Background: an optimization exercise with open tools, aiming at small area, a short achievable clock period and few clock cycles per item. Do not read the settings as production practice.
In this exercise RTL edits were held to simulation tests only and were not proved equivalent to the original.

--- flow/flow/run.sh ---
#!/bin/bash
# Standard layout, except that ABC maps the combinational logic with an
# area-oriented script (flow/abc_speed.script). Registers are untouched.
set -euo pipefail
cp -r "$FLOW_HOME/scripts" myscripts
cp flow/abc_speed.script myscripts/abc_speed.script
bash standard.sh SCRIPTS_DIR="$PWD/myscripts" finish > standard.log 2>&1
--- flow/flow/abc_speed.script ---
&get -n
&st
&dch
&nf -a -R 1000
&put
topo
stime -c
--- flow/standard.sh ---
#!/bin/bash
# synth_recipe.tcl (not shown) runs the flow's synth.tcl, then flattens the netlist and writes it again
# the make line also repeats each setting of config.mk as NAME=value (left out here)
make -C /OpenROAD-flow-scripts/flow DESIGN_CONFIG=/design/flow/config.mk WORK_HOME=/design/flow/orfs CLKGATE_MAP_FILE= SYNTH_SCRIPT=/design/flow/synth_recipe.tcl "${@:-finish}"
--- flow/config.mk ---
export PLATFORM = sky130hd
export DESIGN_NAME = ascon_hash_top
export DESIGN_NICKNAME = ascon_hash_top
export VERILOG_FILES = /design/flow/design.v
export SDC_FILE = /design/flow/constraint.sdc
export NUM_CORES = 4
export LEC_CHECK = 0
export CAP_MARGIN = 20
export CORE_MARGIN = 2
export CORE_UTILIZATION = 40
export SETUP_SLACK_MARGIN = 5.0
export SLEW_MARGIN = 20
--- flow/constraint.sdc ---
create_clock -name core_clock -period 10.0 [get_ports {clk}]
set_input_delay 2.0000 -clock core_clock [delete_from_list [all_inputs] [get_ports {clk}]]
set_output_delay 2.0000 -clock core_clock [all_outputs]
set_load 0.01 [all_outputs]
--- flow/design.v ---
`timescale 1ns/10ps
package ascon_pkg;
    typedef logic [63:0] lane_t;
    typedef logic [319:0] state_t;
    localparam int ROUNDS = 12;
    typedef logic [3:0] round_idx_t;
    localparam logic [8*ROUNDS-1:0] ROUND_CONST = {
        8'h4b, 8'h5a, 8'h69, 8'h78,
        8'h87, 8'h96, 8'ha5, 8'hb4,
        8'hc3, 8'hd2, 8'he1, 8'hf0
    };
endpackage
`timescale 1ns/10ps
package hash_pkg;
    localparam int BLOCK_BITS = 64;
    localparam int KEEP_BITS = BLOCK_BITS / 8;
    typedef logic [BLOCK_BITS-1:0] block_t;
    typedef logic [KEEP_BITS-1:0] keep_t;
    localparam logic [63:0] HASH_IV = 64'h0000080100cc0002;
    localparam int DIGEST_WORDS = 4;
    typedef logic [1:0] beat_cnt_t;
endpackage
`timescale 1ns/10ps
module ascon_round (
    input  ascon_pkg::state_t     state_i,
    input  ascon_pkg::round_idx_t round_i,
    output ascon_pkg::state_t     state_o
);
    ascon_pkg::lane_t a0, a1, a2, a3, a4;
    ascon_pkg::lane_t t0, t1, t2, t3, t4;
    function automatic ascon_pkg::lane_t ror(input ascon_pkg::lane_t v, input int n);
        ror = (v >> n) | (v << (64 - n));
    endfunction
    always_comb begin
        a0 = state_i[0 +: 64];
        a1 = state_i[64 +: 64];
        a2 = state_i[128 +: 64] ^ {56'd0, ~round_i, round_i};
        a3 = state_i[192 +: 64];
        a4 = state_i[256 +: 64];
        a0 = a0 ^ a4;
        a4 = a4 ^ a3;
        a2 = a2 ^ a1;
        t0 = ~a0 & a1;
        t1 = ~a1 & a2;
        t2 = ~a2 & a3;
        t3 = ~a3 & a4;
        t4 = ~a4 & a0;
        a0 = a0 ^ t1;
        a1 = a1 ^ t2;
        a2 = a2 ^ t3;
        a3 = a3 ^ t4;
        a4 = a4 ^ t0;
        a1 = a1 ^ a0;
        a0 = a0 ^ a4;
        a3 = a3 ^ a2;
        a2 = ~a2;
        state_o[0 +: 64] = a0 ^ ror(a0, 19) ^ ror(a0, 28);
        state_o[64 +: 64] = a1 ^ ror(a1, 61) ^ ror(a1, 39);
        state_o[128 +: 64] = a2 ^ ror(a2, 1) ^ ror(a2, 6);
        state_o[192 +: 64] = a3 ^ ror(a3, 10) ^ ror(a3, 17);
        state_o[256 +: 64] = a4 ^ ror(a4, 7) ^ ror(a4, 41);
    end
endmodule
`timescale 1ns/10ps
module ascon_permutation #(
    parameter int K  = 2,
    parameter int JW = 3
) (
    input  ascon_pkg::state_t state_i,
    input  logic [JW-1:0]     step_i,
    output ascon_pkg::state_t state_o
);
    logic [320*(K+1)-1:0] chain;
    assign chain[319:0] = state_i;
    for (genvar k = 0; k < K; k++) begin : g_round
        ascon_round u_round (
            .state_i (chain[320*k +: 320]),
            .round_i (ascon_pkg::round_idx_t'({step_i, 1'(k)})),
            .state_o (chain[320*(k+1) +: 320])
        );
    end
    assign state_o = chain[320*K +: 320];
endmodule
`timescale 1ns/10ps
module ascon_padder (
    input  hash_pkg::block_t s_tdata_i,
    input  hash_pkg::keep_t  s_tkeep_i,
    output hash_pkg::block_t blk_o
);
    hash_pkg::keep_t pad_pos;
    assign pad_pos = ~s_tkeep_i & {s_tkeep_i[hash_pkg::KEEP_BITS-2:0], 1'b1};
    always_comb begin
        for (int b = 0; b < hash_pkg::KEEP_BITS; b++) begin
            if (s_tkeep_i[b]) blk_o[8*b +: 8] = s_tdata_i[8*b +: 8];
            else              blk_o[8*b +: 8] = {7'd0, pad_pos[b]};
        end
    end
endmodule
`timescale 1ns/10ps
`timescale 1ns/10ps
module ascon_hash_top (
    input  logic              clk,
    input  logic              rst_i,
    input  logic              start_i,
    output logic              busy_o,
    output logic              done_o,
    input  hash_pkg::block_t  s_tdata_i,
    input  hash_pkg::keep_t   s_tkeep_i,
    input  logic              s_tlast_i,
    input  logic              s_tvalid_i,
    output logic              s_tready_o,
    output hash_pkg::block_t  m_tdata_o,
    output logic              m_tlast_o,
    output logic              m_tvalid_o,
    input  logic              m_tready_i
);
    localparam int K  = 2;
    localparam int P  = 6;
    localparam int JW = 3;
    localparam ascon_pkg::state_t INIT_STATE = 320'hdd78040e4043feae_948dfde831a83e05_2cf6dc20c037822f_7f0feea630079ddc_d0dec9d479f0af4e;
    ascon_pkg::state_t state_q;
    ascon_pkg::state_t rounds;
    hash_pkg::block_t  pad_blk;
    hash_pkg::block_t  absorb_blk;
    logic [JW-1:0]     step_q;
    logic              busy_q;
    logic              need_q;     
    logic              extra_q;    
    logic              outv_q;     
    logic [1:0]        word_q;
    logic              last_step;
    logic              take_beat;
    logic              take_extra;
    logic              advance;
    assign last_step  = (step_q == JW'(P - 1));
    assign s_tready_o = busy_q && need_q && !extra_q && last_step;
    assign take_beat  = s_tready_o && s_tvalid_i;
    assign take_extra = need_q && extra_q && last_step;
    assign advance    = outv_q ? m_tready_i
                               : !(last_step && need_q && !extra_q && !s_tvalid_i);
    assign busy_o     = busy_q;
    assign m_tvalid_o = outv_q;
    assign m_tlast_o  = (word_q == 2'd3);
    assign m_tdata_o  = state_q[63:0];
    assign done_o     = outv_q && m_tready_i && (word_q == 2'd3);
    ascon_padder u_padder (
        .s_tdata_i (s_tdata_i),
        .s_tkeep_i (s_tkeep_i),
        .blk_o     (pad_blk)
    );
    ascon_permutation #(
        .K  (K),
        .JW (JW)
    ) u_permutation (
        .state_i (state_q),
        .step_i  (step_q),
        .state_o (rounds)
    );
    always_comb begin
        absorb_blk = '0;
        if (take_beat) absorb_blk = pad_blk;
        absorb_blk[0] = absorb_blk[0] | take_extra;
    end
    always_ff @(posedge clk) begin
        if (!busy_q) begin
            state_q <= INIT_STATE;
        end else if (advance) begin
            state_q <= {rounds[319:64], rounds[63:0] ^ absorb_blk};
        end
    end
    always_ff @(posedge clk) begin
        if (rst_i) begin
            busy_q  <= 1'b0;
            outv_q  <= 1'b0;
            need_q  <= 1'b0;
            extra_q <= 1'b0;
            word_q  <= 2'd0;
            step_q  <= JW'(P - 1);
        end else if (!busy_q) begin
            busy_q  <= start_i;
            outv_q  <= 1'b0;
            need_q  <= 1'b1;
            extra_q <= 1'b0;
            word_q  <= 2'd0;
            step_q  <= JW'(P - 1);
        end else if (advance) begin
            step_q <= last_step ? '0 : step_q + JW'(1);
            if (outv_q) begin
                outv_q <= 1'b0;
                word_q <= word_q + 2'd1;
                if (word_q == 2'd3) busy_q <= 1'b0;
            end else if (last_step) begin
                if (take_extra) begin
                    extra_q <= 1'b0;
                    need_q  <= 1'b0;
                end else if (take_beat) begin
                    if (s_tlast_i) begin
                        if (&s_tkeep_i) extra_q <= 1'b1;
                        else            need_q  <= 1'b0;
                    end
                end else begin
                    outv_q <= 1'b1;
                end
            end
        end
    end
endmodule
==> run summary, run 1 <==
* Status: no timing/DRC/antenna violations
* R2R Setup Slk at about 4.8 ns
* Clock Latency Late Sink at around 0.67 ns
* DP Wirelength at 203 mm
* Hold_buf cts at 0
* Die area at a little under 100000 sq um
* Inserted Clock Buffers at 47
* Clk buf depth at 3
* Cells after Synth at approximately 4500
* Startpoint types: register
* Area leader, netlist: xnor2_1
* Cell breakdown of the critical path: xnor2_1 -> xor2_1 -> xnor2_1 -> xnor2_1 -> xnor2_1 -> ha_1 -> xor2_1 -> xor2_1 -> xnor2_1 -> xnor2_1 -> o211ai_1
* Worst-path clk slew at around 0.060 ns
* Row count at 112
* Clock Sink Count at 329
* Nets at approximately 5100
* Initial antenna violation count at 11
* RePlAce Congestion at 1.20
* Design area at around 46000 sq um
* Final Max Slew Viols at 0
* RR Startpoint: state_q[15]$_SDFFE_PN1N_
* Distinct cells, synth at 28
* # DRC at 0
* Setup_tns at 0 ns
* Synth Register Bits at approximately 330
* Avg WL per Cell at 39.4 um
* Most frequent cell after synthesis: xnor2_1
* Drt pass-1 iters at 6
* Largest net degree at the start of global routing at ~170
* Vias per inst at between 5 and 6
* Final min period at around 5.2 ns
* Share of cells above drive strength 1 at 11.4%
* Synth Cell Area at 37800 sq um
* Core area at around 93000 sq um
* Setup-failing EPs final at 0
* Worst-Margin Slew at approximately 1.3 ns
* Worst Hold Depth at 2
* Number of global-route vias before repair at approximately 33000
* Slowest library cell on the worst path: xnor2_1
* Required time of the critical path at around 10 ns
* Worst Hold Launch: state_q[132]$_SDFFE_PN0N_
* Critical Path AT at ~5.7 ns
* Final critical-path share of the clock period at between 50% and 60%
* Hold Path Sink: state_q[132]$_SDFFE_PN0N_
* Syn avg cell area at ~8.5 sq um
* DRT iter0 DRCs at approximately 5400
* RSZ-0062 raised after global routing: yes
* Synthesis-to-layout area growth at 22.0%
* Initial Util at between 40 and 50%
* Clock root buffer: clkbuf_16
* Min Hold Slack at ~0.48 ns
* Hold Vio Cnt, Final at 0
* PortBufs at about 150
* HP Class: reg2reg
* Top-area cell type share of the netlist area at about a third
* Ys Warns at 3
* DP Area at 42600 sq um
* FF-to-FF path depth at 11
* Routed WL at ~240 mm
* Post-Synthesis Net Count at 4800
* Relative slew slack at 14.4%
* Skew final at 0.0384 ns
* Height of the die at 311 um
* Max-cap check violation count at 0
* Peak Freq at approximately 190 MHz
* Gr ovfl total at 0
* CTS tree: yes
* R2R Path End: state_q[215]$_SDFFE_PN1N_
* Cell family with most CP delay: XOR/XNOR gates
* Number of synthesized flops with an enable pin at 0
* Sequential area share after synthesis at 17.4%
* Die X at roughly 310 um
* Via count at 35623
* Ys flop type: dfxtp_1
* DRT antenna net count at 0
* Final Worst Setup Slack at between 4 and 5 ns
* Critical path type: reg2reg
* Top cells by area in the synthesized netlist: xnor2_1, dfxtp_1, xor2_1
* Asr flop ratio synth at 0%
* # H-tree levels at 2
* First-pass GRT wire length at 309 mm
* Overall routing resource usage at 48.2%
* Crit-path max cell delay at 0.85 ns
* Top cell types by occurrence after synthesis: xnor2_1, xor2_1, nand2_1
* CP Capture Type: register
* Setup WS pre-CTS at between 4 and 5 ns
* Crit Path Max Fanout at 4
* I/O pins at roughly 150
* Fillcell total at a little over 9000
* Worst path buffer plus inverter count at 0
* CP most frequent cell: xnor2_1
## worst max path at each step
stage,slack (ns),to,from,cells after the start
6_report,4.79,state_q[215]$_SDFFE_PN1N_,state_q[15]$_SDFFE_PN1N_,11
5_1_grt,4.91,state_q[57]$_SDFFE_PN0N_,step_q[2]$_SDFFE_PP1N_,14
4_1_cts,4.82,state_q[224]$_SDFFE_PN0N_,state_q[42]$_SDFFE_PN0N_,12
3_5_place_dp,4.19,state_q[224]$_SDFFE_PN0N_,step_q[2]$_SDFFE_PP1N_,12
3_3_place_gp,3.71,state_q[0]$_SDFFE_PN0N_,state_q[102]$_SDFFE_PN0N_,12
2_1_floorplan,4.14,state_q[132]$_SDFFE_PN0N_,s_tvalid_i,5
## registers in the layout (all words and copies together) (netlist names)
name     cells
busy_q       1
extra_q      1
need_q       1
outv_q       1
state_q    320
step_q       3
word_q       2
## what timing repair did
item,CTS,global route
setup endpoints to repair,127,76
pin swaps,0,1
setup buffers,0,2
resized for setup,144,75
## layout by cell type, fill, tap and decap left out, types with 15 or more instances in the layout
master | Yosys | layout
buf_4 | 64 | 200
a21oi_1 | 266 | 265
dfxtp_1 | 329 | 328
xnor2_2 | 0 | 132
xor2_2 | 0 | 92
clkinv_1 | 195 | 195
nand2b_1 | 25 | 25
xnor2_4 | 0 | 24
nor2b_1 | 56 | 56
xor2_4 | 0 | 15
nand2_1 | 351 | 351
o211ai_1 | 124 | 124
mux2i_1 | 68 | 68
clkdlybuf4s50_1 | 0 | 145
ha_1 | 257 | 257
o221ai_1 | 36 | 36
nand3_1 | 17 | 17
xnor2_1 | 1516 | 1360
o21ai_0 | 224 | 224
nor2_1 | 188 | 187
xor2_1 | 715 | 608
clkbuf_16 | 0 | 49
## kinds of logic (layout without fill, tap and decap cells)
logic type,after synthesis,in the layout,share of synthesized area (%)
simple gates,654,654,7.19
compound gates,660,660,9.97
fa+ha+maj,263,263,8.67
other cells,0,7,0
mux,69,69,1.83
xor+xnor,2231,2231,51.7
flops,329,329,17.4
buf+inv,259,632,3.21
## worst min-delay path, cell delays in order, from the launching register on
cell and delay, ns:
dfxtp_1 0.32, clkinv_1 0.06, a21oi_1 0.06
## per-stage QoR
| step | instances | utilization, % |
|---|---|---|
| 2_1_floorplan | 4465 | - |
| 3_3_place_gp | 6003 | 45.5 |
| 3_5_place_dp | 6005 | 45.6 |
| 4_1_cts | 6090 | 48.6 |
| 5_1_grt | 6092 | 49.3 |
| 6_report | 6099 | 49.3 |
## layout make-up
cell class              count  area, sq um  area share, %
clock inverters            20          334          0.724
inverters                 195          732           1.59
flip-flops and latches    329         6590           14.3
repair buffers            352         3060           6.64
clock buffers              65         1380           2.98
well taps                1254         1570           3.40
diodes                      7         17.5         0.0380
multi-input cells        3877        32400           70.3
## layer usage
metal | wire length [um] | GRT usage [%] | share of wire [%] | vias to the layer above
li1 | - | - | - | 15123
met3 | 29500 | 15.4 | 12 | 677
met2 | 94000 | 66.4 | 39 | 2422
met1 | 93200 | 60.8 | 39 | 17393
met4 | 23400 | 39.3 | 9.7 | 8
met5 | 44 | 0 | 0.018 | -
Testbench counts, summed over its fixed seeds: cycles 21,306, bytes 20,059.
==> inputs of run 2 (changes only) <==
--- a/flow/flow/run.sh
+++ b/flow/flow/run.sh
@@ -4,4 +4,4 @@
 set -euo pipefail
 cp -r "$FLOW_HOME/scripts" myscripts
 cp flow/abc_speed.script myscripts/abc_speed.script
-bash standard.sh SCRIPTS_DIR="$PWD/myscripts" finish > standard.log 2>&1
+bash standard.sh SCRIPTS_DIR="$PWD/myscripts" SETUP_SLACK_MARGIN=5.5 finish > standard.log 2>&1
--- a/flow/config.mk
+++ b/flow/config.mk
@@ -8,5 +8,6 @@
 export CAP_MARGIN = 20
 export CORE_MARGIN = 2
 export CORE_UTILIZATION = 40
+export CTS_BUF_LIST = sky130_fd_sc_hd__clkbuf_8
 export SETUP_SLACK_MARGIN = 5.0
 export SLEW_MARGIN = 20
==> run 2 against run 1 <==
  * Count of clock-buffer cells in the layout is 29 higher
  * Maximum frequency grew 9.2%
  * Via count up 2.7%
  * Synthesized cell count unchanged
  * Core utilization is 3.3 points higher
  * Global-route usage is 1.4 points higher
  * Setup slack better by 0.44 ns
  * Critical path depth up 2
  * Clock skew rose by 0.015 ns
  * Critical endpoint is now state_q[9]$_SDFFE_PN1N_
  * Highest routed layer unchanged
==> run summary, run 2 <==
* RSZ-0062 raised after global routing: yes
* RR Startpoint: state_q[37]$_SDFFE_PN0N_
* DRT antenna net count at 0
* Max reg flops at 320
* Worst-Margin Slew at roughly 1.2 ns
* Asr flop ratio synth at 0%
* Core area at about 93000 sq um
* Relative slew slack at 22.2%
* Clock Sink Count at between 300 and 400
* Min Hold Slack at 0.472 ns
* Share of cells above drive strength 1 at 17.8%
* Worst Hold Depth at 2
* Final Max Slew Viols at 0
* Sequential area share after synthesis at roughly 17%
* FF-to-FF path depth at 13
* Vias per inst at ~6
* Worst-path clk slew at roughly 0.060 ns
* Die area at ~97000 sq um
* Synth Cell Area at between 30000 and 40000 sq um
* Row count at 112
* Initial antenna violation count at 14
* Critical path type: reg2reg
* Design area at between 40000 and 50000 sq um
* Routed WL at 247 mm
* Wire length on met3 at between 30 and 40 mm
* Ys Warns at 3
* Most flops, register: state_q
* Hold Vio Cnt, Final at 0
* Fillcell total at just under 9000
* M1 wire length at approximately 92 mm
* Gr ovfl total at 0
* Final min period at 4.77 ns
* Clk buf depth at 3
* Clock Latency Late Sink at 0.78 ns
* # DRC at 0
* PortBufs at about 150
* Top-area cell type share of the netlist area at 35.1%
* Critical Path Start: state_q[37]$_SDFFE_PN0N_
* Required time of the critical path at 10.56 ns
* Drt pass-1 iters at 5
* Most frequent cell after synthesis: xnor2_1
* Height of the die at approximately 310 um
* Startpoint types: register
* Finished Layout Cells at 6217
* Distinct cells, synth at 28
* Initial Util at about two fifths
* Area leader, netlist: xnor2_1
* Syn avg cell area at between 8 and 9 sq um
* Max-cap check violation count at 0
* CP Capture Type: register
* Inserted Clock Buffers at 74
* Final critical-path share of the clock period at approximately 48%
* Clock root buffer: clkbuf_8
* Overall routing resource usage at around half
* Skew final at roughly 0.054 ns
* Setup_tns at 0 ns
* Top cell types by occurrence after synthesis: xnor2_1, xor2_1, nand2_1
* Most frequent cells in the layout: xnor2_1, xor2_1, nand2_1, dfxtp_1, a21oi_1
* Commonest non-fill, non-tap cell in the layout: xnor2_1
* Registers with the most flip-flops: state_q (320), step_q (3), word_q (2)
* DRT iter0 DRCs at 5546
* DP Wirelength at a little over 200 mm
* Highest metal used: met5
* First-pass GRT wire length at 317 mm
* Synthesis-to-layout area growth at 30.2%
* Critical Path AT at 5.34 ns
* Via count at about 37000
* Nets at 5235
* Top cells by area in the synthesized netlist: xnor2_1, dfxtp_1, xor2_1
* Ys flop type: dfxtp_1
* Die X at about 310 um
* Hold Path Sink: state_q[132]$_SDFFE_PN0N_
* RePlAce Congestion at ~1.2
* Status: no timing/DRC/antenna violations
* Worst Hold Launch: state_q[132]$_SDFFE_PN0N_
* Setup-failing EPs final at 0
* I/O pins at 147
* DR WL met2 at roughly 94 mm
* Cells after Synth at ~4500
* Synth Register Bits at about 330
* HP Class: reg2reg
* # H-tree levels at 3
* DP Area at ~43000 sq um
* Post-Synthesis Net Count at 4800
* Placed Cells at around 6000
* R2R Path End: state_q[9]$_SDFFE_PN1N_
* CTS tree: yes
* R2R Setup Slk at 5.23 ns
* Number of synthesized flops with an enable pin at 0
* Peak Freq at around 210 MHz
* Avg WL per Cell at 39.7 um
* Largest net degree at the start of global routing at 161
* Number of global-route vias before repair at roughly 34000
* Crit Path Max Fanout at 4
## run 2: critical path, cell delays in order (launching register included)
cell	delay [ns]
dfxtp_1	0.29
buf_4	0.16
xnor2_1	0.28
nand2_1	0.16
xor2_2	0.55
xnor2_1	0.39
xnor2_1	0.24
xnor2_1	0.62
xnor2_1	0.28
xnor2_1	0.27
xnor2_2	0.61
xor2_1	0.43
xnor2_1	0.18
o211ai_1	0.11
## run 2: cell families after synthesis
family                   Yosys count  share of synthesized area (%)
AO/OA/AOI/OAI                    660                           9.97
XOR/XNOR                        2231                           51.7
adder cells (fa/ha/maj)          263                           8.67
buffers and inverters            259                           3.21
flip-flops                       329                           17.4
multiplexers                      69                           1.83
AND/OR/NAND/NOR                  654                           7.19
## run 2: metrics by stage
stage | setup WS, ns | util, %
5_1_grt | 5.38 | 52.6
3_3_place_gp | 3.99 | 45.6
4_1_cts | 5.35 | 50.9
2_1_floorplan | 4.23 | -
6_report | 5.23 | 52.6
3_5_place_dp | 4.06 | 45.8
## run 2: how the worst max path moves through the flow
stage,to
2_1_floorplan,state_q[101]$_SDFFE_PN1N_
3_3_place_gp,state_q[54]$_SDFFE_PN1N_
3_5_place_dp,state_q[54]$_SDFFE_PN1N_
4_1_cts,state_q[54]$_SDFFE_PN1N_
5_1_grt,state_q[9]$_SDFFE_PN1N_
6_report,state_q[9]$_SDFFE_PN1N_
## run 2: timing repair
item / CTS / global route
endpoints found under the hold margin: 0 / 0
gates resized for setup: 363 / 158
setup buffers: 16 / 29
gates cloned: 1 / 0
setup endpoints to repair: 254 / 136
pin swaps: 13 / 24
hold buffers: 0 / 0
## run 2: layout make-up
class,count,area [sq um],area share [%]
well taps,1254,1570,3.19
inverters,195,732,1.49
flip-flops and latches,329,6600,13.4
clock inverters,38,318,0.646
repair buffers,422,3740,7.60
multi-input cells,3878,34900,71.0
clock buffers,94,1290,2.63
diodes,7,17.5,0.0356
## run 2: metal layers
layer	global-route usage [%]	vias to the layer above
met5	0	-
met4	43.3	8
met3	16.7	787
met2	67.1	2834
met1	62.0	17674
li1	-	15281
==> inputs of run 3 (changes only) <==
==> flow/flow/abc_speed.script (replaced) <==
&get -n
&st
&dch
&nf -a -R 1000
&put
buffer -c
topo
stime -c
upsize -c
dnsize -c
--- a/flow/config.mk
+++ b/flow/config.mk
@@ -8,6 +8,5 @@
 export CAP_MARGIN = 20
 export CORE_MARGIN = 2
 export CORE_UTILIZATION = 40
-export CTS_BUF_LIST = sky130_fd_sc_hd__clkbuf_8
 export SETUP_SLACK_MARGIN = 5.0
 export SLEW_MARGIN = 20
==> run 3 against run 2 <==
  * Critical path depth increased by 1
  * Count of clock-buffer cells in the layout down 21
  * First-iteration DRC count fell by 13%
  * Cell area grew 5.4%
  * Flip-flop and latch count unchanged
  * Maximum frequency up 1.0%
  * Register-to-register slack better by 0.05 ns
==> run summary, run 3 <==
* Status: no timing/DRC/antenna violations
* Sequential area share after synthesis at 15.8%
* Relative slew slack at 20.1%
* Startpoint types: register
* Row count at 118
* RePlAce Congestion at between 1 and 1.5
* Top cells by area in the synthesized netlist: xnor2_1, dfxtp_1, xor2_1
* Syn avg cell area at roughly 9.1 sq um
* Worst Hold Depth at 2
* Number of synthesized flops with an enable pin at 0
* Share of cells above drive strength 1 at between 20% and 30%
* Setup-failing EPs final at 0
* Final critical-path share of the clock period at 47.3%
* Worst-path clk slew at 0.07 ns
* Setup_tns at 0 ns
* Crit-path max cell delay at approximately 0.66 ns
* Nets at 5180
* Synthesis-to-layout area growth at 24.1%
* Clock Latency Late Sink at 0.67 ns
* Height of the die at between 300 and 400 um
* DRT antenna net count at 0
* Cell breakdown of the critical path: inv_1 -> ha_1 -> xor2_4 -> xnor2_4 -> buf_4 -> xnor2_1 -> xnor2_1 -> ha_1 -> xor2_1 -> buf_4 -> xor2_4 -> xnor2_1 -> xnor2_1 -> o211ai_1
* Number of global-route vias before repair at around 33000
* DRT iter0 DRCs at slightly below 5000
* Routed WL at approximately 260 mm
* Post-Synthesis Net Count at around 4900
* Final min period at between 4 and 5 ns
* Required time of the critical path at about 10 ns
* Cell family with most CP delay: XOR/XNOR gates
* Crit Path Max Fanout at 5
* Registers with the most flip-flops: state_q (320), step_q (3), word_q (2)
* Critical Path AT at between 5 and 6 ns
* Max-cap check violation count at 0
* Ys flop type: dfxtp_1
* Hold Vio Cnt, Final at 0
* Wire length on met3 at between 20 and 30 mm
* Ys Warns at 3
* Most frequent cell after synthesis: xnor2_1
* Gr ovfl total at 0
* M1 wire length at 101 mm
* Skew final at about 0.025 ns
* Area leader, netlist: xnor2_1
* Die area at 107000 sq um
* Synth Cell Area at ~42000 sq um
* Setup WS pre-CTS at 4.28 ns
* Commonest non-fill, non-tap cell in the layout: xnor2_1
* Top cell types by occurrence after synthesis: xnor2_1, xor2_1, nand2_1
* Die X at about 330 um
* Overall routing resource usage at 47.4%
* R2R Setup Slk at approximately 5.3 ns
* Clock Sink Count at roughly 330
* Vias per inst at approximately 5.7
* Initial antenna violation count at 10
* Clk buf depth at 3
* Largest net degree at the start of global routing at between 150 and 200
* Via count at roughly 36000
* # DRC at 0
* CTS tree: yes
* Distinct cells, synth at between 40 and 50
* Most frequent cells in the layout: xnor2_1, xor2_1, nand2_1, xnor2_2, dfxtp_1
* Inserted Clock Buffers at 48
* Core area at 103000 sq um
* Top-area cell type share of the netlist area at a little over a quarter
* RSZ-0062 raised after global routing: yes
* FF-to-FF path depth at 14
* Slowest library cell on the worst path: dfxtp_1
* I/O pins at between 100 and 150
* Final Worst Setup Slack at 5.27 ns
* Most flops, register: state_q
* Cells after Synth at between 4000 and 5000
* PortBufs at around 150
* Drt pass-1 iters at 5
* First-pass GRT wire length at 330 mm
* Worst path buffer plus inverter count at 3
* HP Class: reg2reg
* CP most frequent cell: xnor2_1
* Synth Register Bits at approximately 330
* DP Wirelength at 220 mm
* DR WL met2 at 101 mm
* Clock root buffer: clkbuf_16
* Avg WL per Cell at a little over 40 um
* Asr flop ratio synth at 0%
* Critical path type: reg2reg
* CP Capture Type: register
* Highest metal used: met5
* Peak Freq at approximately 210 MHz
* Max reg flops at 320
* Hold_buf cts at 0
* Final Max Slew Viols at 0
* WP depth at 14
* Worst-Margin Slew at 1.20 ns
* Initial Util at between 40 and 50%
* Post-layout util at approximately half
* # H-tree levels at 2
* Fillcell total at 9789
==> run 3: cell types whose count changed in the layout (fill, tap and decap cells not counted), moves of 29 or more <==
cell | previous run | this run
clkinv_1 | 195 | 0
inv_1 | 21 | 195
xnor2_1 | 1223 | 1067
xnor2_2 | 224 | 323
clkbuf_8 | 94 | 11
xnor2_4 | 69 | 126
clkbuf_16 | 0 | 49
xor2_1 | 528 | 481
buf_4 | 257 | 226
nor2_1 | 186 | 155
nor2_2 | 1 | 30
==> run 3: path summary, 6_finish.rpt <==
path                                           startpoint                   endpoint
worst min register to register        need_q$_SDFFE_PP0P_        need_q$_SDFFE_PP0P_
worst max register to register  state_q[245]$_SDFFE_PN0N_  state_q[235]$_SDFFE_PN1N_
worst min-delay path                  need_q$_SDFFE_PP0P_        need_q$_SDFFE_PP0P_
worst max-delay path            state_q[245]$_SDFFE_PN0N_  state_q[235]$_SDFFE_PN1N_
==> run 3: tightest hold or removal path, delay by kind of cell, from the launching register on <==
kind	cells	cell delay [ns]
AOI/OAI and AO/OA	2	0.12
DFF	1	0.32
==> run 3: metal layers <==
metal	up-vias	global-route usage (%)
met3	659	12.9
met2	2253	65.8
met4	6	39.3
met5	-	0
met1	17657	60.9
li1	15154	-
==> run 3: layout make-up <==
class | count | area [sq um] | share of cell area (%)
Timing Repair Buffer | 394 | 3610 | 6.96
Inverter | 195 | 732 | 1.41
Sequential cell | 329 | 6600 | 12.7
Tap cell | 1380 | 1730 | 3.33
Antenna cell | 5 | 12.5 | 0.0241
Clock buffer | 73 | 1430 | 2.75
Clock inverter | 16 | 199 | 0.384
Multi-Input combinational cell | 3877 | 37500 | 72.4
==> run 3: cells by family (layout without fill, tap and decap cells) <==
kind of cell	count (synthesis)	after routing	share of synthesized area, %
xor+xnor	2231	2231	54.8
compound gates	660	660	9.03
simple gates	654	654	6.90
buf+inv	381	678	4.00
flops	329	329	15.8
fa+ha+maj	263	263	7.84
mux	69	69	1.66
other cells	0	5	0
==> run 3: timing repair <==
item                                    4_1_cts  5_1_grt
pin swaps                                    22       18
gates resized for setup                     304      128
endpoints found under the setup margin      234      121
buffers inserted                             39       23
==> run 3: metrics by stage <==
stage | hold slack (ns) | area (sq um) | instances
floorplan | 0.445 | 41800 | 4587
global placement | 0.470 | 45800 | 6112
detailed placement | 0.471 | 45900 | 6113
CTS | 0.481 | 50500 | 6241
global route | 0.508 | 51800 | 6264
finish | 0.490 | 51800 | 6269
==> inputs of run 4 (changes only) <==
==> flow/flow/abc_speed.script (replaced) <==
&get -n
&st
&dch
&nf -a -R 1000
&put
topo
stime -c
--- a/flow/config.mk
+++ b/flow/config.mk
@@ -10,3 +10,4 @@
 export CORE_UTILIZATION = 40
 export SETUP_SLACK_MARGIN = 5.0
 export SLEW_MARGIN = 20
+export TNS_END_PERCENT = 50
==> run 4 against run 3 <==
  * Flip-flop and latch count is the same
  * First-iteration DRC count grew 16%
  * Cell count shrank 1.7%
  * Sequential share of layout area grew 0.71 points
  * Synthesized area shrank 9.5%
  * Setup slack gained 0.017 ns
  * Core utilization grew 2.4 points
  * Register-to-register slack gained 0.02 ns
  * Wire length shrank 5.7%
  * Synthesized cell count shrank 2.7%
  * Highest routed layer unchanged
==> run summary, run 4 <==
* Cell family with most CP delay: XOR/XNOR gates
* Worst-path clk slew at approximately 0.060 ns
* Crit Path Max Fanout at 4
* Worst path buffer plus inverter count at 2
* Post-Synthesis Net Count at 4800
* R2R Setup Slk at ~5.3 ns
* I/O pins at around 150
* Avg WL per Cell at 39.5 um
* Initial Util at approximately two fifths
* Routed WL at about 240 mm
* DR WL met2 at between 90 and 100 mm
* Synth Cell Area at 37800 sq um
* PortBufs at 146
* Hold Vio Cnt, Final at 0
* Synth Register Bits at between 300 and 400
* Final Worst Setup Slack at 5.29 ns
* Required time of the critical path at 10.51 ns
* Overall routing resource usage at slightly below 50%
* Height of the die at around 310 um
* Gr ovfl total at 0
* DRT antenna net count at 0
* First-pass GRT wire length at between 300 and 400 mm
* Cells after Synth at roughly 4500
* Hold_buf cts at 0
* Share of cells above drive strength 1 at between 15 and 20%
* Number of synthesized flops with an enable pin at 0
* Setup WS pre-CTS at 4.13 ns
* Status: no timing/DRC/antenna violations
* Asr flop ratio synth at 0%
* Peak Freq at ~210 MHz
* Skew final at about 0.041 ns
* Via count at roughly 36000
* Clk buf depth at 3
* HP Class: reg2reg
* Top-area cell type share of the netlist area at between 30% and 40%
* Setup_tns at 0 ns
* Max-cap check violation count at 0
* Sequential area share after synthesis at 17.4%
* # H-tree levels at 2
* Die area at about 97000 sq um
* Core area at between 90000 and 100000 sq um
* Vias per inst at between 5 and 6
* Largest net degree at the start of global routing at just under 100
* Area leader, netlist: xnor2_1
* Max reg flops at 320
* Nets at 5200
* Cell breakdown of the critical path: xor2_1 -> xnor2_1 -> xnor2_2 -> xor2_1 -> xnor2_4 -> clkinv_1 -> ha_1 -> nor2b_1 -> xnor2_1 -> xnor2_1 -> buf_4 -> xor2_1 -> xnor2_4 -> a21oi_1
* Clock Latency Late Sink at 0.68 ns
* Final min period at ~4.7 ns
* CTS tree: yes
* DP Wirelength at 206 mm
* Top cell types by occurrence after synthesis: xnor2_1, xor2_1, nand2_1
* Startpoint types: register
* Slowest library cell on the worst path: xnor2_2
* Critical Path AT at roughly 5.2 ns
* Highest metal used: met5
* Clock root buffer: clkbuf_16
* DRT iter0 DRCs at 5553
* Commonest non-fill, non-tap cell in the layout: xnor2_1
* Worst-Margin Slew at roughly 1.2 ns
* Crit-path max cell delay at 0.71 ns
* M1 wire length at between 90 and 100 mm
* Clock Sink Count at between 300 and 400
* RSZ-0062 raised after global routing: yes
* Most frequent cells in the layout: xnor2_1, xor2_1, nand2_1, dfxtp_1, a21oi_1
* Wire length on met3 at 30.6 mm
* Top cells by area in the synthesized netlist: xnor2_1, dfxtp_1, xor2_1
* Final critical-path share of the clock period at between 40% and 50%
* Drt pass-1 iters at 6
* Final Max Slew Viols at 0
* Inserted Clock Buffers at 48
* Synthesis-to-layout area growth at 29.9%
* Registers with the most flip-flops: state_q (320), step_q (3), word_q (2)
* CP Capture Type: register
* Relative slew slack at roughly a fifth
* # DRC at 0
* Most frequent cell after synthesis: xnor2_1
* Row count at 112
* Fillcell total at between 8000 and 9000
* Ys Warns at 3
* Min Hold Slack at 0.470 ns
* Syn avg cell area at 8.46 sq um
* Distinct cells, synth at 28
* Most flops, register: state_q
* Critical path type: reg2reg
* Setup-failing EPs final at 0
* Die X at around 310 um
* Number of global-route vias before repair at 32932
* Initial antenna violation count at 11
* RePlAce Congestion at roughly 1.2
* Ys flop type: dfxtp_1
-- run 4: cell types whose count changed after synthesis, moves of 94 or more --
cell / before / now
clkbuf_1: 111 / 0
clkinv_1: 0 / 195
inv_1: 195 / 0
xnor2_1: 1266 / 1516
xnor2_2: 203 / 0
xor2_1: 621 / 715
-- run 4: worst reg2reg max path, cell delays in order, from the launching register on --
cell,delay (ns)
dfxtp_1,0.57
xor2_1,0.36
xnor2_1,0.23
xnor2_2,0.71
xor2_1,0.31
xnor2_4,0.38
clkinv_1,0.18
ha_1,0.37
nor2b_1,0.16
xnor2_1,0.19
xnor2_1,0.14
buf_4,0.24
xor2_1,0.36
xnor2_4,0.26
a21oi_1,0.12
-- run 4: path summary, 6_finish.rpt --
check,startpoint,endpoint,cells past startpoint
setup / recovery,state_q[31]$_SDFFE_PN0N_,state_q[95]$_SDFFE_PN0N_,14
hold / removal,state_q[132]$_SDFFE_PN0N_,state_q[132]$_SDFFE_PN0N_,2
hold reg to reg,state_q[132]$_SDFFE_PN0N_,state_q[132]$_SDFFE_PN0N_,2
setup reg to reg,state_q[31]$_SDFFE_PN0N_,state_q[95]$_SDFFE_PN0N_,14
-- run 4: cells by family (layout without fill, tap and decap cells) --
| family | after synthesis | in the layout | share of synthesized area, % |
|---|---|---|---|
| other cells | 0 | 4 | 0 |
| mux | 69 | 69 | 1.83 |
| buf+inv | 259 | 697 | 3.21 |
| simple gates | 654 | 654 | 7.19 |
| xor+xnor | 2231 | 2231 | 51.7 |
| compound gates | 660 | 660 | 9.97 |
| fa+ha+maj | 263 | 263 | 8.67 |
| flops | 329 | 329 | 17.4 |
-- run 4: through the flow --
step | instance area [sq um] | cells | util [%]
after floorplan | 37800 | 4465 | -
after global placement | 42500 | 6019 | 45.5
after detailed placement | 42800 | 6024 | 45.8
after CTS | 47600 | 6133 | 51.0
after global routing | 49100 | 6159 | 52.5
final | 49100 | 6161 | 52.5
-- run 4: layer usage --
layer,global-route usage [%],vias up
li1,-,15203
met1,62.0,17735
met2,67.0,2588
met3,14.4,744
met4,41.8,10
met5,0,-
-- run 4: repair_timing --
action | 4_1_cts | 5_1_grt
setup endpoints to repair | 267 | 164
cloned | 0 | 0
setup buffers | 21 | 24
resized for setup | 370 | 140
pin swaps | 16 | 16
-- run 4: layout make-up --
class | count | area (sq um) | share of cell area, %
tap | 1254 | 1570 | 3.20
inverter | 195 | 732 | 1.49
clock buffer | 65 | 1390 | 2.82
multi-input combinational | 3877 | 34900 | 71.1
timing repair buffer | 414 | 3620 | 7.38
antenna | 4 | 10.0 | 0.0204
clock inverter | 23 | 290 | 0.591
sequential | 329 | 6600 | 13.4
==> inputs of run 5 (changes only) <==
--- a/flow/config.mk
+++ b/flow/config.mk
@@ -8,6 +8,6 @@
 export CAP_MARGIN = 20
 export CORE_MARGIN = 2
 export CORE_UTILIZATION = 40
+export PLACE_DENSITY = 0.75
 export SETUP_SLACK_MARGIN = 5.0
 export SLEW_MARGIN = 20
-export TNS_END_PERCENT = 50
==> run 5 against run 4 <==
  * Register-to-register slack better by 0.03 ns
  * Cell count is 0.23% lower
  * Global-route usage hardly changed
  * Core utilization is 0.12 points lower
  * Synthesized area stayed put
  * Sequential share of layout area hardly changed
  * Critical path type unchanged
  * Largest cell class unchanged
==> run summary, run 5 <==
* Worst-path clk slew at about 0.060 ns
* Max-cap check violation count at 0
* Most frequent cell after synthesis: xnor2_1
* Post-Synthesis Net Count at 4800
* Worst Hold Launch: state_q[132]$_SDFFE_PN0N_
* Setup_tns at 0 ns
* Synth Cell Area at between 30000 and 40000 sq um
* Critical Path Start: state_q[21]$_SDFFE_PN1N_
* Synthesis-to-layout area growth at 29.6%
* Max reg flops at between 300 and 400
* Setup-failing EPs final at 0
* Distinct cells, synth at 28
* Number of global-route vias before repair at roughly 33000
* Share of cells above drive strength 1 at about 17%
* Clock Sink Count at between 300 and 400
* Crit Path Max Fanout at 4
* RR Startpoint: state_q[21]$_SDFFE_PN1N_
* DRT iter0 DRCs at approximately 5500
* First-pass GRT wire length at about 310 mm
* Final min period at 4.68 ns
* Startpoint types: register
* Final Worst Setup Slack at 5.32 ns
* Routed WL at roughly 240 mm
* Clk buf depth at 3
* Fillcell total at approximately 8800
* # H-tree levels at 2
* Ys flop type: dfxtp_1
* RSZ-0062 raised after global routing: yes
* Peak Freq at 214 MHz
* Cells after Synth at 4465
* Required time of the critical path at between 10 and 15 ns
* RePlAce Congestion at ~1.2
* Hold Vio Cnt, Final at 0
* Top cell types by occurrence after synthesis: xnor2_1, xor2_1, nand2_1
* Vias per inst at 5.93
* Row count at 112
* Initial antenna violation count at 9
* Clock root buffer: clkbuf_16
* Final critical-path share of the clock period at roughly 47%
* Top cells by area in the synthesized netlist: xnor2_1, dfxtp_1, xor2_1
* Avg WL per Cell at between 30 and 40 um
* Final Max Slew Viols at 0
* Commonest non-fill, non-tap cell in the layout: xnor2_1
* Skew final at between 0.02 and 0.03 ns
* Number of synthesized flops with an enable pin at 0
* PortBufs at approximately 150
* Most flops, register: state_q
* Overall routing resource usage at 48.8%
* Height of the die at between 300 and 400 um
* Nets at just over 5000
* Status: no timing/DRC/antenna violations
* Sequential area share after synthesis at 17.4%
* Via count at between 30000 and 40000
* DP Wirelength at 205 mm
* Critical Path AT at just over 5 ns
* # DRC at 0
* CTS tree: yes
* DRT antenna net count at 0
* Syn avg cell area at ~8.5 sq um
* CP Capture Type: register
* Critical path type: reg2reg
* Drt pass-1 iters at 6
* Clock Latency Late Sink at about 0.65 ns
* Registers with the most flip-flops: state_q (320), step_q (3), word_q (2)
* Worst-Margin Slew at around 1.3 ns
* Setup WS pre-CTS at around 4.1 ns
* Die X at roughly 310 um
* Most frequent cells in the layout: xnor2_1, xor2_1, nand2_1, dfxtp_1, a21oi_1
* Ys Warns at 3
* Area leader, netlist: xnor2_1
* Hold_buf cts at 0
* Synth Register Bits at ~330
* Asr flop ratio synth at 0%
* Relative slew slack at 12.8%
* Die area at ~97000 sq um
* HP Class: reg2reg
* Initial Util at 40.4%
* Inserted Clock Buffers at 49
* Largest net degree at the start of global routing at roughly 210
* I/O pins at 147
* Min Hold Slack at ~0.47 ns
* Gr ovfl total at 0
* Core area at between 90000 and 100000 sq um
* Top-area cell type share of the netlist area at a little over a third
-- run 5: kinds of logic (layout without fill, tap and decap cells) --
logic type	count (synthesis)	after routing	synth area share, %
other	0	2	0
flip-flops	329	329	17.4
AO/OA/AOI/OAI	660	662	9.97
AND/OR/NAND/NOR	654	654	7.19
buffers and inverters	259	683	3.21
adder cells (fa/ha/maj)	263	263	8.67
XOR/XNOR	2231	2231	51.7
multiplexers	69	69	1.83
-- run 5: critical path: stages (launching register included) --
cell and delay [ns]:
dfxtp_1 0.66, xnor2_1 0.26, xor2_1 0.20, xnor2_1 0.66, xnor2_1 0.20, xnor2_1 0.39, ha_1 0.35, xor2_2 0.64
xnor2_1 0.40, xnor2_1 0.59, a21oi_1 0.16
-- run 5: per-stage QoR --
| step | utilization, % | area, sq um | std cells |
|---|---|---|---|
| floorplan | - | 37800 | 4465 |
| global placement | 45.6 | 42600 | 6032 |
| detailed placement | 45.8 | 42800 | 6035 |
| CTS | 50.6 | 47300 | 6126 |
| global route | 52.4 | 49000 | 6145 |
| finish | 52.4 | 49000 | 6147 |
-- run 5: timing repair --
item / CTS / global route
setup endpoints to repair: 272 / 190
setup buffers: 5 / 18
resized for setup: 363 / 172
gates cloned: 1 / 1
pin swaps: 9 / 18
-- run 5: cell type report --
| class | instances | area (sq um) | share of cell area [%] |
|---|---|---|---|
| multi-input combinational | 3879 | 35000 | 71.4 |
| sequential | 329 | 6600 | 13.5 |
| timing repair buffer | 403 | 3520 | 7.19 |
| tap | 1254 | 1570 | 3.20 |
| clock buffer | 72 | 1460 | 2.99 |
| inverter | 195 | 732 | 1.49 |
| clock inverter | 13 | 128 | 0.261 |
| antenna | 2 | 5.00 | 0.0102 |
-- run 5: final timing paths --
path	end	slack (ns)	depth (start not counted)
worst min-delay path	state_q[132]$_SDFFE_PN0N_	0.47	2
worst max-delay path	state_q[199]$_SDFFE_PN0N_	5.32	10
worst min register to register	state_q[132]$_SDFFE_PN0N_	0.47	2
worst max register to register	state_q[199]$_SDFFE_PN0N_	5.32	10
-- run 5: layer usage --
layer  GRT usage (%)  wire length [um]  vias to the layer above
li1                -                 -                    15222
met1            60.3             89900                    17590
met2            65.3             91500                     2859
met3            18.5             35300                      775
met4            43.3             27900                        4
met5               0                25                        -
==> inputs of run 6 (changes only) <==
--- a/flow/config.mk
+++ b/flow/config.mk
@@ -8,6 +8,5 @@
 export CAP_MARGIN = 20
 export CORE_MARGIN = 2
 export CORE_UTILIZATION = 40
-export PLACE_DENSITY = 0.75
 export SETUP_SLACK_MARGIN = 5.0
 export SLEW_MARGIN = 20
==> run 6 against run 5 <==
  * Sequential share of layout area fell by 0.075 points
  * Count of clock-buffer cells in the layout down 4
  * Via count about the same
  * Still clean
==> run summary, run 6 <==
* Design area at about 49000 sq um
* CP most frequent cell: xor2_1
* Finished Layout Cells at roughly 6000
* RR Startpoint: state_q[92]$_SDFFE_PN1N_
* Worst-path clk slew at ~0.06 ns
* Ys Warns at 3
* Final critical-path share of the clock period at between 40 and 50%
* PortBufs at ~150
* Crit Path Max Fanout at 4
* I/O pins at between 100 and 150
* Gr ovfl total at 0
* Height of the die at slightly above 300 um
* Setup WS pre-CTS at approximately 4.1 ns
* Nets at roughly 5200
* Grt met3 use at around 16%
* CP Capture Type: register
* Relative slew slack at 19.4%
* Inserted Clock Buffers at 47
* Cell breakdown of the critical path: clkinv_1 -> ha_1 -> xor2_1 -> xnor2_2 -> xor2_1 -> xnor2_2 -> clkinv_1 -> ha_1 -> nor2b_1 -> xnor2_1 -> xnor2_4 -> xor2_1 -> xnor2_1 -> o211ai_1
* Synthesis-to-layout area growth at 30.3%
* Area leader, netlist: xnor2_1
* Overall routing resource usage at roughly 49%
* Critical Path Start: state_q[92]$_SDFFE_PN1N_
* Crit-path max cell delay at approximately 0.57 ns
* Routed WL at approximately 250 mm
* Vias per inst at 5.91
* Peak Freq at ~210 MHz
* Number of global-route vias before repair at roughly 33000
* Gr busiest metal: met2
* Final min period at approximately 4.7 ns
* First-pass GRT wire length at around 320 mm
* Worst Hold Launch: state_q[132]$_SDFFE_PN0N_
* Slowest library cell on the worst path: xnor2_1
* Most flops, register: state_q
* Max reg flops at 320
* Required time of the critical path at between 10 and 15 ns
* Synth Cell Area at approximately 38000 sq um
* Top-area cell type share of the netlist area at 35.1%
* Commonest non-fill, non-tap cell in the layout: xnor2_1
* Initial antenna violation count at 7
* Critical path type: reg2reg
* Clock root buffer: clkbuf_16
* Largest net degree at the start of global routing at 161
* Asr flop ratio synth at 0%
* DP Wirelength at a little over 200 mm
* Row count at between 100 and 150
* Setup-failing EPs final at 0
* Status: no timing/DRC/antenna violations
* RSZ-0062 raised after global routing: yes
* Clk buf depth at 3
* # DRC at 0
* Cells after Synth at between 4000 and 5000
* Number of synthesized flops with an enable pin at 0
* Ys flop type: dfxtp_1
* Post-Synthesis Net Count at 4800
* Clock Sink Count at 329
* Critical Path AT at 5.19 ns
* R2R Setup Slk at approximately 5.3 ns
* Worst-Margin Slew at 1.21 ns
* Registers with the most flip-flops: state_q (320), step_q (3), word_q (2)
* Via count at 36419
* Cell family with most CP delay: XOR/XNOR gates
* Sequential area share after synthesis at ~17%
* DRT antenna net count at 0
* CTS tree: yes
* GR Layer Usage met1 at between 60% and 70%
* Hold Vio Cnt, Final at 0
* Die area at 96900 sq um
* Drt pass-1 iters at 6
* Final Worst Setup Slack at ~5.3 ns
* Top cells by area in the synthesized netlist: xnor2_1, dfxtp_1, xor2_1
* Initial Util at roughly two fifths
* Distinct cells, synth at 28
* # H-tree levels at 2
* Skew final at ~0.03 ns
* Hold_buf cts at 0
* HP Class: reg2reg
* Final Max Slew Viols at 0
* Max-cap check violation count at 0
* Worst path buffer plus inverter count at 2
* Placed Cells at 6032
* Setup_tns at 0 ns
* Syn avg cell area at roughly 8.5 sq um
* Met2 usage at roughly 67%
* Share of cells above drive strength 1 at ~17%
* Clock Latency Late Sink at around 0.67 ns
* Avg WL per Cell at between 30 and 40 um
* DP Area at 42800 sq um
* Most frequent cells in the layout: xnor2_1, xor2_1, nand2_1, dfxtp_1, a21oi_1
* Most frequent cell after synthesis: xnor2_1
* RePlAce Congestion at between 1 and 1.5
* Startpoint types: register
* DRT iter0 DRCs at roughly 5600
* Top cell types by occurrence after synthesis: xnor2_1, xor2_1, nand2_1
* Die X at 311 um
* Core area at 93500 sq um
* Synth Register Bits at ~330
## run 6: cell counts after synthesis
Identical to the previous run, type by type.
## run 6: cell type report
| cell class | count | area [sq um] |
|---|---|---|
| Fill cell | 8838 | 44200 |
| Multi-Input combinational cell | 3878 | 34900 |
| Tap cell | 1254 | 1570 |
| Antenna cell | 3 | 7.51 |
| Clock buffer | 68 | 1400 |
| Sequential cell | 329 | 6600 |
| Clock inverter | 20 | 253 |
| Timing Repair Buffer | 419 | 3740 |
| Inverter | 195 | 732 |
## run 6: tightest hold or removal path, delay by kind of cell (launching register included)
family | cells | cell delay (ns)
flip-flops | 1 | 0.31
buffers and inverters | 1 | 0.06
AO/OA/AOI/OAI | 1 | 0.05
## run 6: path summary, 6_finish.rpt
| kind | cells after the start | end |
|---|---|---|
| setup reg to reg | 14 | state_q[98]$_SDFFE_PN1N_ |
| hold reg to reg | 2 | state_q[132]$_SDFFE_PN0N_ |
| setup / recovery | 14 | state_q[98]$_SDFFE_PN1N_ |
| hold / removal | 2 | state_q[132]$_SDFFE_PN0N_ |
## run 6: logic make-up after synthesis
family / synth area share (%)
buffers and inverters: 3.21
AND/OR/NAND/NOR: 7.19
flip-flops: 17.4
AO/OA/AOI/OAI: 9.97
adder cells (fa/ha/maj): 8.67
XOR/XNOR: 51.7
multiplexers: 1.83
## run 6: stage by stage
| step | hold WS [ns] | utilization [%] |
|---|---|---|
| floorplan | 0.436 | - |
| global placement | 0.456 | 45.6 |
| detailed placement | 0.459 | 45.8 |
| CTS | 0.467 | 51.0 |
| global route | 0.488 | 52.7 |
| finish | 0.470 | 52.7 |
## run 6: timing repair
action                                  4_1_cts  5_1_grt
resized for setup                           361      156
cloned                                        1        0
endpoints found under the setup margin      263      157
setup buffers                                19       23
pin swaps                                    15       15
## run 6: per-layer routing
metal / wire, um / part of all wire (%)
met5: 24 / 0.0097
met4: 27300 / 11
met3: 31500 / 13
met2: 93900 / 38
met1: 93400 / 38
==> inputs of run 7 (changes only) <==
==> flow/flow/run.sh (replaced) <==
#!/bin/bash
# The standard layout (standard.sh, all ORFS steps) with three changes:
#  - ABC maps the combinational logic with the area-oriented script in
#    flow/abc_speed.script (registers are mapped before ABC, unchanged);
#  - repair_timing aims for 5.5 ns of setup slack (SETUP_SLACK_MARGIN);
#  - ports are buffered with buf_2 instead of the default delay buffer.
# ORFS writes each tool's log under orfs/logs/; make's output goes to
# standard.log.
set -euo pipefail
cp -r "$FLOW_HOME/scripts" myscripts
cp flow/abc_speed.script myscripts/abc_speed.script
bash standard.sh SCRIPTS_DIR="$PWD/myscripts" SETUP_SLACK_MARGIN=5.5 \
    BUFFER_PORTS_ARGS="-buffer_cell sky130_fd_sc_hd__buf_2" RECOVER_POWER=100 finish > standard.log 2>&1
==> run 7 against run 6 <==
  * The layout now fails its checks (max-capacitance violations, max-slew violations)
  * Worst hold slack got worse by 0.0031 ns
  * Synthesized cell count unchanged
  * Non-clock buffer count decreased by 8
  * First-iteration DRC count fell by 6.8%
  * Clock skew increased by 0.0081 ns
  * Setup slack worse by 2.4 ns
  * Global-route usage down 0.36 points
  * Core utilization down 2.6 points
  * Via count down 1.1%
  * Cell area down 4.9%
  * Largest cell class unchanged
==> run summary, run 7 <==
* Clk buf depth at 3
* Ys flop type: dfxtp_1
* Worst-path clk slew at around 0.060 ns
* CTS tree: yes
* Syn avg cell area at around 8.5 sq um
* Worst path buffer plus inverter count at 2
* Inserted Clock Buffers at 48
* Row count at about 110
* DRT antenna net count at 0
* Worst Hold Launch: state_q[132]$_SDFFE_PN0N_
* Portion of netlist area occupied by mux cells at under 10%
* RSZ-0062 raised after global routing: yes
* Top cells by area in the synthesized netlist: xnor2_1, dfxtp_1, xor2_1
* Startpoint types: register
* Status: finished with violations
* I/O pins at roughly 150
* Min Hold Slack at 0.467 ns
* Most flops, register: state_q
* Synth Area in Adders at under 10%
* Most frequent cells in the layout: xnor2_1, xor2_1, nand2_1, dfxtp_1, a21oi_1
* Crit Path Max Fanout at 4
* Final min period at 7.09 ns
* Overall routing resource usage at 49.1%
* Top cell types by occurrence after synthesis: xnor2_1, xor2_1, nand2_1
* Die X at 311 um
* Initial Util at between 40% and 50%
* Synth Cell Area at around 38000 sq um
* HP Class: reg2reg
* Critical Path Start: state_q[47]$_SDFFE_PN1N_
* Number of global-route vias before repair at 33171
* Max reg flops at 320
* Core area at a little over 90000 sq um
* Violated checks: max-capacitance violations, max-slew violations
* Drt pass-1 iters at 5
* Nets at 5197
* Cell breakdown of the critical path: clkbuf_1 -> xnor2_1 -> nand2_1 -> xor2_1 -> clkbuf_1 -> xnor2_1 -> xnor2_1 -> nor2_1 -> xnor2_1 -> xnor2_1 -> xor2_1 -> xnor2_1 -> a21oi_1
* Largest family of logic cells by synthesized area: XOR/XNOR gates
* Post-Synthesis Net Count at 4800
* Crit-path max cell delay at ~1.6 ns
* DP Wirelength at 207 mm
* Worst-Margin Slew at about 2.5 ns
* Share of cells above drive strength 1 at approximately 15%
* Via count at 36028
* Skew final at 0.0380 ns
* Area leader, netlist: xnor2_1
* RePlAce Congestion at around 1.2
* Routed WL at 245 mm
* Distinct cells, synth at 28
* Post-synthesis compound-gate area fraction at 9.97%
* Ys Warns at 3
* Clock root buffer: clkbuf_16
* Sequential area share after synthesis at between 10% and 20%
* Gr ovfl total at 0
* Final critical-path share of the clock period at 70.9%
* Cell family with most CP delay: XOR/XNOR gates
* Registers with the most flip-flops: state_q (320), step_q (3), word_q (2)
* CP Capture Type: register
* Hold_buf cts at 0
* Die area at approximately 97000 sq um
* Hold Vio Cnt, Final at 0
* RR Startpoint: state_q[47]$_SDFFE_PN1N_
* # H-tree levels at 2
* Slowest library cell on the worst path: xnor2_1
* Height of the die at 311 um
* Number of synthesized flops with an enable pin at 0
* Most frequent cell after synthesis: xnor2_1
* Vias per inst at 5.85
* Commonest non-fill, non-tap cell in the layout: xnor2_1
* Post-synthesis simple-gate area fraction at 7.19%
* Avg WL per Cell at between 30 and 40 um
* PortBufs at 146
* Clock Sink Count at about 330
* First-pass GRT wire length at between 300 and 400 mm
* Initial antenna violation count at 12
* Peak Freq at ~140 MHz
* Synth Register Bits at roughly 330
* Asr flop ratio synth at 0%
* DRT iter0 DRCs at 5226
* Max-cap check violation count at 12
* Synthesis-to-layout area growth at 23.9%
* # DRC at 0
* CP most frequent cell: xnor2_1
* Critical Path AT at 7.54 ns
* Critical path type: reg2reg
* Largest net degree at the start of global routing at ~140
* Final Max Slew Viols at ~120
* Setup_tns at 0 ns
* Setup-failing EPs final at 0
* Clock Latency Late Sink at about 0.68 ns
* Relative slew slack at -67.0%
* Synth Area in XOR/XNOR at 51.7%
* Required time of the critical path at 10.44 ns
* Cells after Synth at 4465
* Top-area cell type share of the netlist area at between 30% and 40%
-- run 7: cell counts after synthesis --
Identical to the previous run, type by type.
-- run 7: layout make-up --
type	count	area, sq um
multi-input combinational	3877	33600
timing repair buffer	411	2640
antenna	4	10.0
tap	1254	1570
fill	9276	46600
inverter	195	732
clock inverter	17	231
clock buffer	69	1430
sequential	329	6590
-- run 7: worst reg2reg max path, cell delays in order, from the launching register on --
cell      delay, ns
dfxtp_1        0.30
clkbuf_1       0.91
xnor2_1        0.31
nand2_1        0.13
xor2_1         0.16
clkbuf_1       0.34
xnor2_1        1.64
xnor2_1        0.43
nor2_1         0.23
xnor2_1        0.13
xnor2_1        1.51
xor2_1         0.22
xnor2_1        0.45
a21oi_1        0.13
-- run 7: final timing paths --
kind | endpoint | slack, ns | cells past startpoint
hold / removal | state_q[132]$_SDFFE_PN0N_ | 0.47 | 2
setup / recovery | state_q[19]$_SDFFE_PN0N_ | 2.91 | 13
hold reg to reg | state_q[132]$_SDFFE_PN0N_ | 0.47 | 2
setup reg to reg | state_q[19]$_SDFFE_PN0N_ | 2.91 | 13
-- run 7: routing by layer --
layer / routed length (um) / track usage (%) / up-vias
li1: - / - / 15247
met1: 91300 / 62.1 / 17447
met2: 93700 / 67.3 / 2607
met3: 31900 / 14.6 / 721
met4: 27800 / 43.1 / 6
met5: 34 / 0 / -
-- run 7: cell families after synthesis --
kind of cell    after synthesis
xor+xnor                   2231
compound gates              660
simple gates                654
flops                       329
fa+ha+maj                   263
buf+inv                     259
mux                          69
-- run 7: repair_timing --
item                                   4_1_cts  5_1_grt
buffers inserted                            13       25
endpoints found under the hold margin        0        0
pin swaps                                    8       16
resized for setup                          342      147
setup endpoints to repair                  268      152
-- run 7: per-stage QoR --
step	setup WS, ns	util [%]	std cells	instance area, sq um
detailed placement	4.03	45.0	6028	42100
global route	3.34	50.1	6152	46800
CTS	5.33	49.9	6127	46600
finish	2.91	50.1	6156	46800
floorplan	4.23	-	4465	37800
global placement	3.28	44.8	6025	41800
==> inputs of run 8 (changes only) <==
--- a/flow/flow/run.sh
+++ b/flow/flow/run.sh
@@ -9,5 +9,5 @@
 set -euo pipefail
 cp -r "$FLOW_HOME/scripts" myscripts
 cp flow/abc_speed.script myscripts/abc_speed.script
-bash standard.sh SCRIPTS_DIR="$PWD/myscripts" SETUP_SLACK_MARGIN=5.5 \
+bash standard.sh SCRIPTS_DIR="$PWD/myscripts" SETUP_SLACK_MARGIN=5.7 \
     BUFFER_PORTS_ARGS="-buffer_cell sky130_fd_sc_hd__buf_2" RECOVER_POWER=100 finish > standard.log 2>&1
==> run 8 against run 7 <==
  * The layout still fails its checks (max-capacitance violations, max-slew violations)
  * Register-to-register slack improved by 0.81 ns
  * Cell area rose by 7.0%
  * Wire length fell by 3.9%
  * Critical endpoint is now state_q[103]$_SDFFE_PN1N_
==> run summary, run 8 <==
* Required time of the critical path at around 10 ns
* Worst-path clk slew at about 0.060 ns
* Ys flop type: dfxtp_1
* Nets at between 5000 and 6000
* Initial antenna violation count at 10
* Setup_tns at 0 ns
* Via count at between 30000 and 40000
* Most frequent cell after synthesis: xnor2_1
* Gr ovfl total at 0
* Post-synthesis compound-gate area fraction at around 10%
* Setup-failing EPs final at 0
* Synthesis-to-layout area growth at 32.6%
* Cells after Synth at between 4000 and 5000
* Max reg flops at 320
* Relative slew slack at -184%
* CTS tree: yes
* DRT iter0 DRCs at 5287
* Ys Warns at 3
* CP most frequent cell: clkbuf_1
* Top cells by area in the synthesized netlist: xnor2_1, dfxtp_1, xor2_1
* Hold Vio Cnt, Final at 0
* Distinct cells, synth at 28
* HP Class: reg2reg
* CP Capture Type: register
* Synth Register Bits at around 330
* Routed WL at around 240 mm
* Initial Util at roughly 40%
* Overall routing resource usage at between 40% and 50%
* Final Max Slew Viols at around 300
* Status: finished with violations
* PortBufs at 146
* Post-Synthesis Net Count at between 4000 and 5000
* Top cell types by occurrence after synthesis: xnor2_1, xor2_1, nand2_1
* Largest family of logic cells by synthesized area: XOR/XNOR gates
* Drt pass-1 iters at 6
* Share of cells above drive strength 1 at between 20% and 30%
* Peak Freq at between 150 and 200 MHz
* Clock Sink Count at about 330
* Synth Area in Adders at roughly 8.7%
* RR Startpoint: state_q[34]$_SDFFE_PN1N_
* Vias per inst at just under 6
* DP Wirelength at 196 mm
* Slowest library cell on the worst path: clkbuf_2
* Height of the die at roughly 310 um
* Clock root buffer: clkbuf_16
* Final critical-path share of the clock period at between 60% and 70%
* Number of global-route vias before repair at around 33000
* Grt met3 use at between 15 and 20%
* Portion of netlist area occupied by mux cells at around 1.8%
* Max-cap check violation count at 6
* Synth Cell Area at approximately 38000 sq um
* Most frequent cells in the layout: xnor2_1, xor2_1, nand2_1, dfxtp_1, buf_4
* RSZ-0062 raised after global routing: yes
* Cell breakdown of the critical path: clkbuf_1 -> clkbuf_1 -> a21oi_4 -> clkbuf_2 -> buf_6 -> o211ai_1
* Violated checks: max-capacitance violations, max-slew violations
* Die area at approximately 97000 sq um
* Min Hold Slack at around 0.48 ns
* DRT antenna net count at 0
* Startpoint types: primary input
* Skew final at around 0.046 ns
* Row count at roughly 110
* Met2 usage at a little over three fifths
* Worst Hold Launch: state_q[132]$_SDFFE_PN0N_
* Largest net degree at the start of global routing at around 160
* I/O pins at around 150
* Worst Hold Depth at 2
* Commonest non-fill, non-tap cell in the layout: xnor2_1
## run 8: layout make-up
| type | count | area share, % |
|---|---|---|
| Multi-Input combinational cell | 3879 | 72.9 |
| Sequential cell | 329 | 13.1 |
| Timing Repair Buffer | 457 | 6.36 |
| Tap cell | 1254 | 3.13 |
| Clock buffer | 61 | 2.61 |
| Inverter | 195 | 1.46 |
| Clock inverter | 21 | 0.424 |
| Antenna cell | 3 | 0.0150 |
## run 8: repair_timing
| action | 4_1_cts | 5_1_grt |
|---|---|---|
| resized for setup | 539 | 221 |
| gates cloned | 0 | 2 |
| pin swaps | 27 | 44 |
| endpoints found under the setup margin | 302 | 212 |
| setup buffers | 41 | 67 |
## run 8: worst min path at each step
stage                                      endpoint
after floorplan           state_q[132]$_SDFFE_PN0N_
after global placement    state_q[132]$_SDFFE_PN0N_
after detailed placement  state_q[132]$_SDFFE_PN0N_
after CTS                 state_q[132]$_SDFFE_PN0N_
after global routing      state_q[132]$_SDFFE_PN0N_
final                     state_q[132]$_SDFFE_PN0N_
## run 8: per-layer routing
layer,wire length (um),part of all wire (%),up-vias
met5,27,0.011,-
met4,25800,11,6
met3,32900,14,795
met2,89900,38,2648
met1,86600,37,17680
li1,-,-,15270
## run 8: logic make-up (layout without fill, tap and decap cells)
kind of cell / Yosys count / after routing
XOR/XNOR: 2231 / 2231
flip-flops: 329 / 329
buffers and inverters: 259 / 734
multiplexers: 69 / 69
AO/OA/AOI/OAI: 660 / 662
adder cells (fa/ha/maj): 263 / 263
other: 0 / 3
AND/OR/NAND/NOR: 654 / 654
## run 8: stage by stage
stage	util [%]	instances	area [sq um]	setup slack, ns
CTS	51.4	6127	48100	5.62
finish	53.6	6199	50100	3.51
global placement	44.4	6000	41500	3.26
floorplan	-	4465	37800	4.23
global route	53.6	6196	50100	3.33
detailed placement	44.6	6004	41700	4.12
## run 8: worst min-delay path, delay by kind of cell (launching register included)
family / cells / cell delay, ns
flops: 1 / 0.32
buf+inv: 1 / 0.06
compound gates: 1 / 0.06

afterwards: timing with drivers on the ports:
The flow's constraints put no driver on any port. The routed layouts listed below were extracted and timed again, unchanged, in two steps. Step 1 assumes that a clkbuf_16 drives the clock port and a buf_2 every other input. Step 2, shift: input delay + t, output delay - t, t = (earliest + latest rising clock arrival at the registers) / 2. This alone moves slack from input paths to output paths. Slacks: no drivers / after step 1 / after step 2; pairs: no drivers / after step 1.
| run | t (ns) | setup slack, ns | worst setup path after step 2 | clock arrival spread, ns |
|---|---|---|---|---|
| run 1 | 0.725 | 4.786 / 4.786 / 4.685 | input to register | 0.039 / 0.038 |
| run 2 | 0.826 | 5.227 / 5.227 / 4.819 | input to register | 0.053 / 0.054 |
| run 3 | 0.734 | 5.275 / 5.275 / 4.917 | input to register | 0.024 / 0.025 |
| run 4 | 0.738 | 5.292 / 5.292 / 4.813 | input to register | 0.041 / 0.041 |
| run 5 | 0.715 | 5.323 / 5.323 / 4.978 | input to register | 0.026 / 0.026 |
| run 6 | 0.728 | 5.315 / 5.315 / 4.693 | input to register | 0.030 / 0.029 |
| run 7 | 0.726 | 2.906 / 2.906 / 2.906 | register to register | 0.038 / 0.038 |
| run 8 | 0.732 | 3.509 / 3.558 / 2.826 | input to register | 0.046 / 0.046 |
The setup slack of run 8, which loses most, moves by +0.049 ns with the drivers and by -0.683 ns with both steps.
